What follows belongs to an exercise in optimizing a design on an open flow for small area, a short achievable clock period and few clock cycles; a production flow would make more cautious choices.
The flow treats the clock pin as an ideal source, which a real chip does not have.
Power figures rest on the tool's default switching activity, not on a simulated workload.

==> nickel: inputs <==
==> flow/design.v <==
`timescale 1ns/1ps
module sha256_padder (
	input  logic         clock,
	input  logic         regin_reset,
	input  logic         go,
	input  logic [5:0]   msg_len,
	input  logic [7:0]   mem_data,
	output logic [6:0]   mem_req,
	output logic [511:0] block,
	output logic         pad_rdy
);
	logic       en;      
	logic [5:0] addr;    
	logic       vld;     
	logic       clr;     
	logic       hd;      
	logic [5:0] len;     
	logic       busy;
	logic       accept;
	logic       done;
	logic [7:0] msg [0:54];   
	logic       mark55;       
	assign busy   = en | vld | clr;
	assign accept = go & ~busy;
	assign done   = (clr | vld) & ~en;
	assign mem_req = {en, addr};
	always_ff @(posedge clock) begin
		if (regin_reset) begin
			en      <= 1'b0;
			addr    <= 6'd0;
			vld     <= 1'b0;
			clr     <= 1'b0;
			hd      <= 1'b1;
			pad_rdy <= 1'b0;
		end else begin
			vld     <= en;
			clr     <= accept;
			hd      <= ~en & ~accept;
			pad_rdy <= done | (pad_rdy & ~accept);
			if (accept) begin
				en   <= (msg_len != 6'd0);
				addr <= msg_len - 6'd1;
			end else if (en) begin
				en   <= (addr != 6'd0);
				addr <= addr - 6'd1;
			end
		end
	end
	always_ff @(posedge clock) begin
		len <= len ^ ({6{accept}} & (msg_len ^ len));
	end
	logic sh;
	assign sh = vld;
	always_ff @(posedge clock) begin
		msg[0] <= ({8{sh}} & mem_data) | ({8{clr}} & 8'h80) | ({8{hd}} & msg[0]);
		for (int i = 1; i < 55; i++) begin
			msg[i] <= ({8{sh}} & msg[i - 1]) | ({8{hd}} & msg[i]);
		end
		mark55 <= (sh & msg[54][7]) | (hd & mark55);
	end
	always_comb begin
		block = '0;
		for (int i = 0; i < 55; i++) begin
			block[511 - 8 * i -: 8] = msg[i];
		end
		block[71] = mark55;
		block[8:3] = len;
	end
endmodule
==> flow/flow/run.sh <==
#!/bin/bash
# Standard layout with buf_1 as the port buffer cell and the CTS root buffer
# removed (see post_cts.tcl). Each tool's output goes to standard.log.
export BUFFER_PORTS_ARGS="-buffer_cell sky130_fd_sc_hd__buf_1"
export POST_CTS_TCL=$PWD/flow/post_cts.tcl
bash standard.sh > standard.log 2>&1
==> flow/flow/post_cts.tcl <==
set block [ord::get_db_block]
set root [$block findInst clkbuf_0_clock]
if { $root != "NULL" } {
  set in_net [[$root findITerm A] getNet]
  set out_net [[$root findITerm X] getNet]
  set sinks {}
  foreach it [$out_net getITerms] {
    if { [$it getInst] != $root } { lappend sinks $it }
  }
  puts "post_cts: root buffer drives [llength $sinks] pins"
  if { [llength $sinks] <= 4 } {
    foreach it $sinks {
      $it disconnect
      $it connect $in_net
    }
    [$root findITerm A] disconnect
    [$root findITerm X] disconnect
    odb::dbInst_destroy $root
    odb::dbNet_destroy $out_net
    puts "post_cts: removed root buffer"
  }
}
estimate_parasitics -placement
repair_timing_helper
detailed_placement
check_placement -verbose
report_clock_min_period
==> flow/standard.sh <==
#!/bin/bash
# synth_recipe.tcl (not shown) runs the flow's synth.tcl, then flattens the netlist and writes it again
# the make line also repeats each setting of config.mk as NAME=value (left out here)
make -C /OpenROAD-flow-scripts/flow DESIGN_CONFIG=/design/flow/config.mk WORK_HOME=/design/flow/orfs CLKGATE_MAP_FILE= SYNTH_SCRIPT=/design/flow/synth_recipe.tcl "${@:-finish}"
==> flow/config.mk <==
export PLATFORM = sky130hd
export DESIGN_NAME = sha256_padder
export DESIGN_NICKNAME = sha256_padder
export VERILOG_FILES = /design/flow/design.v
export SDC_FILE = /design/flow/constraint.sdc
export NUM_CORES = 4
export LEC_CHECK = 0
export ABC_AREA = 1
export CAP_MARGIN = 20
export CORE_MARGIN = 2
export CORE_UTILIZATION = 60
export CTS_CLUSTER_DIAMETER = 80
export CTS_CLUSTER_SIZE = 30
export SETUP_SLACK_MARGIN = 2.3
export SLEW_MARGIN = 20
==> flow/constraint.sdc <==
create_clock -name core_clock -period 4.0 [get_ports {clock}]
set_input_delay 0.8000 -clock core_clock [delete_from_list [all_inputs] [get_ports {clock}]]
set_output_delay 0.8000 -clock core_clock [all_outputs]
set_load 0.01 [all_outputs]
==> inputs of indigo, as changes to nickel <==
--- a/flow/design.v
+++ b/flow/design.v
@@ -15,3 +15,2 @@
 	logic       clr;     
-	logic       hd;      
 	logic [5:0] len;     
@@ -25,3 +24,3 @@
 	assign done   = (clr | vld) & ~en;
-	assign mem_req = {en, addr};
+	assign mem_req = {en | (accept & (msg_len != 6'd0)), addr};
 	always_ff @(posedge clock) begin
@@ -32,14 +31,12 @@
 			clr     <= 1'b0;
-			hd      <= 1'b1;
 			pad_rdy <= 1'b0;
 		end else begin
-			vld     <= en;
+			vld     <= mem_req[6];
 			clr     <= accept;
-			hd      <= ~en & ~accept;
 			pad_rdy <= done | (pad_rdy & ~accept);
 			if (accept) begin
-				en   <= (msg_len != 6'd0);
-				addr <= msg_len - 6'd1;
+				en   <= (msg_len > 6'd1);
+				addr <= (msg_len > 6'd1) ? msg_len - 6'd1 : 6'd0;
 			end else if (en) begin
-				en   <= (addr != 6'd0);
+				en   <= (addr != 6'd1);
 				addr <= addr - 6'd1;
@@ -49,12 +46,25 @@
 	always_ff @(posedge clock) begin
-		len <= len ^ ({6{accept}} & (msg_len ^ len));
+		if (accept) begin
+			len <= msg_len;
+		end
 	end
-	logic sh;
-	assign sh = vld;
 	always_ff @(posedge clock) begin
-		msg[0] <= ({8{sh}} & mem_data) | ({8{clr}} & 8'h80) | ({8{hd}} & msg[0]);
-		for (int i = 1; i < 55; i++) begin
-			msg[i] <= ({8{sh}} & msg[i - 1]) | ({8{hd}} & msg[i]);
+		if (clr) begin
+			msg[0] <= vld ? mem_data : 8'h80;
+			msg[1] <= vld ? 8'h80 : 8'h00;
+		end else if (vld) begin
+			msg[1] <= mem_data;
 		end
-		mark55 <= (sh & msg[54][7]) | (hd & mark55);
+		for (int i = 2; i < 55; i++) begin
+			if (clr) begin
+				msg[i] <= 8'h00;
+			end else if (vld) begin
+				msg[i] <= msg[i - 1];
+			end
+		end
+		if (clr) begin
+			mark55 <= 1'b0;
+		end else if (vld) begin
+			mark55 <= msg[54][7];
+		end
 	end
==> flow/run.sh (new file) <==
#!/bin/bash
# synth_recipe.tcl (not shown) runs the flow's synth.tcl, then flattens the netlist and writes it again
# the make line also repeats each setting of config.mk as NAME=value (left out here)
make -C /OpenROAD-flow-scripts/flow DESIGN_CONFIG=/design/flow/config.mk WORK_HOME=/design/flow/orfs CLKGATE_MAP_FILE= SYNTH_SCRIPT=/design/flow/synth_recipe.tcl finish
--- a/flow/config.mk
+++ b/flow/config.mk
@@ -7,9 +7,5 @@
 export LEC_CHECK = 0
-export ABC_AREA = 1
 export CAP_MARGIN = 20
 export CORE_MARGIN = 2
-export CORE_UTILIZATION = 60
-export CTS_CLUSTER_DIAMETER = 80
-export CTS_CLUSTER_SIZE = 30
-export SETUP_SLACK_MARGIN = 2.3
+export CORE_UTILIZATION = 40
 export SLEW_MARGIN = 20
removed: flow/flow/run.sh
removed: flow/flow/post_cts.tcl
removed: flow/standard.sh
==> comparison <==
Between indigo and nickel, the lower clock skew is in indigo (gap 24 ps).
Against nickel, the non-clock buffer count of indigo is lower by 37.
In nickel the global-route usage is higher than in indigo, by 15 points.
Of nickel and indigo, indigo has the higher die area (gap 39%, measured against indigo).
Between indigo and nickel, the lower sequential power is in nickel (gap about 1%, measured against nickel).
Area after synthesis: indigo is higher than nickel (11%).
Via count: nickel is larger than indigo (about 10%).
Between nickel and indigo, the lower flip-flop and latch count is in indigo (gap 1).
Against indigo, the register-to-register slack of nickel is better by 1100 ps.
Between nickel and indigo, the lower sequential share of layout area is in indigo (gap 5.2 points).
Design area: indigo is higher than nickel (7.5%).
==> figures <==
| quantity | indigo | nickel |
|---|---|---|
| Pin count of the biggest net entering global routing | 137 | 158 |
| Clock slew at the register clock pins of the worst setup and hold paths | 60 ps | 110 ps |
| Required arrival time at the worst endpoint | 3200 ps | 4260 ps |
| Parity-gate share of the synthesized area counting xor and xnor cells | 0.00262 | 0 |
| Total number of multi-input combinational cells | 990 | 591 |
| Maximum clock skew at final layout | 19.9 ps | 43.4 ps |
| Synthesized area divided by synthesized cell count | 10.7 um^2 | 9.37 um^2 |
| Standby leakage power | 9.28 nW | 8.37 nW |
| Crit path buf inv count | 1 | 2 |
| Critical path capture point | mem_req[6] | msg[11][5]$_DFF_P_ |
| Internal Power | 8.04 mW | 6.06 mW |
| Outcome | finished clean | finished clean |
| Tot Pwr | 10.7 mW | 8.28 mW |
| Standard-cell rows | 74 | 57 |
| Power in combinational cells | 1.30 mW | 1.19 mW |
| Full die area | 43400 um^2 | 26300 um^2 |
| Cell Count Post-Placement | 2467 | 2305 |
| Uppermost signal routing layer after detailed routing | met5 | met4 |
| Post-place instance area | 21500 um^2 | 16700 um^2 |
| Cell count after synthesis | 1555 | 1601 |
| Well Taps | 532 | 324 |
| Met1 WL | 18.2 mm | 17.0 mm |
| Met1 track demand over resource | 0.227 | 0.385 |
No functional check of the RTL was part of any run of this note.

* * *

==> inputs of 12-26 <==
RTL: the design.v shown in full above, as it stands there.
export LEC_CHECK = 0
export ABC_AREA = 1
export CAP_MARGIN = 20
export CORE_MARGIN = 2
export CORE_UTILIZATION = 60
export CTS_CLUSTER_DIAMETER = 80
export CTS_CLUSTER_SIZE = 30
export SLEW_MARGIN = 20
create_clock -name core_clock -period 4.0 [get_ports {clock}]
standard.sh (not shown) runs the stock make flow with config.mk's settings and CLKGATE_MAP_FILE= SYNTH_SCRIPT=/design/flow/synth_recipe.tcl, a recipe that flattens the netlist after the stock synthesis.
==> flow/flow/run.sh <==
#!/bin/bash
# Standard layout with buf_1 as the port buffer cell and the CTS root buffer
# removed (see post_cts.tcl). Each tool's output goes to standard.log.
export BUFFER_PORTS_ARGS="-buffer_cell sky130_fd_sc_hd__buf_1"
export POST_CTS_TCL=$PWD/flow/post_cts.tcl
bash standard.sh > standard.log 2>&1
==> flow/flow/post_cts.tcl <==
set block [ord::get_db_block]
set root [$block findInst clkbuf_0_clock]
if { $root != "NULL" } {
  set in_net [[$root findITerm A] getNet]
  set out_net [[$root findITerm X] getNet]
  set sinks {}
  foreach it [$out_net getITerms] {
    if { [$it getInst] != $root } { lappend sinks $it }
  }
  puts "post_cts: root buffer drives [llength $sinks] pins"
  if { [llength $sinks] <= 4 } {
    foreach it $sinks {
      $it disconnect
      $it connect $in_net
    }
    [$root findITerm A] disconnect
    [$root findITerm X] disconnect
    odb::dbInst_destroy $root
    odb::dbNet_destroy $out_net
    puts "post_cts: removed root buffer"
  }
}
estimate_parasitics -placement
repair_timing_helper
detailed_placement
check_placement -verbose
report_clock_min_period
==> 10-05 (differences from 12-26) <==
==> flow/design.v, changed modules only <==
module sha256_padder (
	input  logic         clock,
	input  logic         regin_reset,
	input  logic         go,
	input  logic [5:0]   msg_len,
	input  logic [7:0]   mem_data,
	output logic [6:0]   mem_req,
	output logic [511:0] block,
	output logic         pad_rdy
);
	logic       en;      
	logic [5:0] addr;    
	logic       vld;     
	logic       clr;     
	logic       hd;      
	logic [5:0] len;     
	logic       accept;
	logic [7:0] msg [0:54];   
	logic       mark55;       
	assign accept  = go & hd;
	assign mem_req = {en, addr};
	always_ff @(posedge clock) begin
		if (regin_reset) begin
			en      <= 1'b0;
			vld     <= 1'b0;
			clr     <= 1'b0;
			hd      <= 1'b1;
			pad_rdy <= 1'b0;
		end else begin
			en      <= hd ? (go & (msg_len != 6'd0)) : (en & (addr != 6'd0));
			vld     <= en;
			clr     <= accept;
			hd      <= ~en & ~accept;
			pad_rdy <= ((clr | vld) & ~en) | (pad_rdy & ~go);
		end
	end
	always_ff @(posedge clock) begin
		addr <= hd ? msg_len - 6'd1 : addr - 6'd1;
	end
	always_ff @(posedge clock) begin
		if (accept) begin
			len <= msg_len;
		end
	end
	always_ff @(posedge clock) begin
		msg[0] <= ({8{vld}} & mem_data) | ({8{clr}} & 8'h80) | ({8{hd}} & msg[0]);
		for (int i = 1; i < 55; i++) begin
			msg[i] <= ({8{vld}} & msg[i - 1]) | ({8{hd}} & msg[i]);
		end
		mark55 <= (vld & msg[54][7]) | (hd & mark55);
	end
	always_comb begin
		block = '0;
		for (int i = 0; i < 55; i++) begin
			block[511 - 8 * i -: 8] = msg[i];
		end
		block[71] = mark55;
		block[8:3] = len;
	end
endmodule
- ABC_AREA: 1 -> not set
- CORE_UTILIZATION: 60 -> 50
- SETUP_SLACK_MARGIN: not set -> 2.25
==> 02-16 (differences from 12-26) <==
==> flow/design.v, changed modules only <==
module sha256_padder (
	input  logic         clock,
	input  logic         regin_reset,
	input  logic         go,
	input  logic [5:0]   msg_len,
	input  logic [7:0]   mem_data,
	output logic [6:0]   mem_req,
	output logic [511:0] block,
	output logic         pad_rdy
);
	logic       en;      
	logic [5:0] addr;    
	logic       vld;     
	logic       clr;     
	logic       hd;      
	logic [5:0] len;     
	logic [5:0] lenq;    
	logic       accept;
	logic [7:0] msg [0:54];   
	logic       mark55;       
	assign accept  = go & hd;
	assign mem_req = {en, addr};
	always_ff @(posedge clock) begin
		if (regin_reset) begin
			en      <= 1'b0;
			vld     <= 1'b0;
			clr     <= 1'b0;
			hd      <= 1'b1;
			pad_rdy <= 1'b0;
		end else begin
			en      <= hd ? (go & (msg_len != 6'd0)) : (en & (addr != 6'd0));
			vld     <= en;
			clr     <= accept;
			hd      <= ~en & ~accept;
			pad_rdy <= ((clr | vld) & ~en) | (pad_rdy & ~go);
		end
	end
	always_ff @(posedge clock) begin
		addr <= hd ? msg_len - 6'd1 : addr - 6'd1;
	end
	always_ff @(posedge clock) begin
		if (accept) begin
			len <= msg_len;
		end
		lenq <= len;
	end
	always_ff @(posedge clock) begin
		msg[0] <= ({8{vld}} & mem_data) | ({8{clr}} & 8'h80) | ({8{hd}} & msg[0]);
		for (int i = 1; i < 55; i++) begin
			msg[i] <= ({8{vld}} & msg[i - 1]) | ({8{hd}} & msg[i]);
		end
		mark55 <= (vld & msg[54][7]) | (hd & mark55);
	end
	always_comb begin
		block = '0;
		for (int i = 0; i < 55; i++) begin
			block[511 - 8 * i -: 8] = msg[i];
		end
		block[71] = mark55;
		block[8:3] = lenq;
	end
endmodule
==> flow/flow/run.sh (replaced) <==
#!/bin/bash
# Standard layout with: buf_2 as the port buffer cell, a fanout cap for
# repair_design (pre_resize.tcl) and the CTS root buffer removed
# (post_cts.tcl). The tools' output goes to standard.log.
export BUFFER_PORTS_ARGS="-buffer_cell sky130_fd_sc_hd__buf_2"
export PRE_RESIZE_TCL=$PWD/flow/pre_resize.tcl
export POST_CTS_TCL=$PWD/flow/post_cts.tcl
export FLOW_MAX_FANOUT=16
bash standard.sh > standard.log 2>&1
==> flow/flow/pre_resize.tcl (new file) <==
# Before repair_design: cap the fanout so the wide control nets (shift and
# hold selects of the block register) get buffer trees.
set_max_fanout $::env(FLOW_MAX_FANOUT) [current_design]
- ABC_AREA: 1 -> not set
- CORE_ASPECT_RATIO: not set -> 4
- CORE_UTILIZATION: 60 -> 70
==> notes <==
Against 02-16, the sequential share of layout area of 12-26 is higher by 0.87 points.
The highest combinational power belongs to 12-26, the lowest to 02-16.
Against 02-16, the sequential cell count of 12-26 is lower by 6.
The highest cell area belongs to 10-05, the lowest to 12-26.
Worst setup slack, highest first: 10-05, 12-26, 02-16.
Worst hold slack, highest first: 12-26, 10-05, 02-16.
==> figures <==
Result of the run: 02-16 complete, no violations; 10-05 complete, no violations; 12-26 complete, no violations
Initial antenna violation count: 02-16 1; 10-05 7; 12-26 0
Total standard cell area after synthesis: 02-16 14,400 um2; 10-05 14,280 um2; 12-26 15,010 um2
Switching share of power: 02-16 22.73%; 10-05 23.67%; 12-26 26.37%
Count of fill cells added during filler insertion: 02-16 1,088; 10-05 1,354; 12-26 2,081
Register share of total power: 02-16 64.2%; 10-05 62.4%; 12-26 61.3%
Number of logic stages on the critical path including buffering: 02-16 6; 10-05 1; 12-26 10
Setup slack on the worst flop-to-flop path: 02-16 0.22 ns; 10-05 2.37 ns; 12-26 1.71 ns
Area of combinational cells with multiple inputs: 02-16 4353 um2; 10-05 4353 um2; 12-26 3376 um2
Detail-routed via count per cell: 02-16 5.984; 10-05 5.501; 12-26 5.105
RSZ-0062 raised after global routing: 02-16 false; 10-05 true; 12-26 false
Worst setup path endpoint: 02-16 msg[20][3]$_DFF_P_; 10-05 block[4]; 12-26 addr[2]$_SDFFE_PP0N_
Reported combinational group power: 02-16 472 uW; 10-05 530 uW; 12-26 886 uW
No run of this note included a check of the RTL's function; only the layout flow was run.

re-timing with driven ports:
The results above use ideal ports. As a check the final layouts listed here were re-extracted and re-timed, cells and wires unchanged. Step 1, drivers: a clkbuf_16 drives clock and a buf_2 each remaining input, both assumed. Step 2 moves the port delays by t, midway between the first and last clock arrival at a register: inputs arrive t later, outputs are due t later. That takes back most of the time a late clock gives input paths. Slacks: ideal / step 1 / step 2; pairs: ideal / step 1.
run	shift t [ns]	setup WS [ns]	hold WS [ns]	worst setup path after step 2	clock arrival spread, ns
nickel	0.463	2.264 / 2.210 / 1.836	0.476 / 0.476 / 0.476	input to register	0.043 / 0.043
indigo	0.621	0.589 / 0.536 / 0.693	0.492 / 0.492 / 0.492	input to output	0.027 / 0.028
12-26	0.452	1.706 / 1.706 / 1.493	0.465 / 0.465 / 0.465	input to register	0.024 / 0.024
10-05	0.467	2.256 / 2.191 / 2.054	0.460 / 0.460 / 0.460	input to register	0.018 / 0.018
02-16	0.445	0.219 / 0.219 / 0.219	0.351 / 0.351 / 0.351	register to register	0.025 / 0.024
After both steps setup and hold are still met in every run listed. For nickel, which loses most, drivers alone change the setup slack by -0.054 ns; drivers and shift together by -0.428 ns.
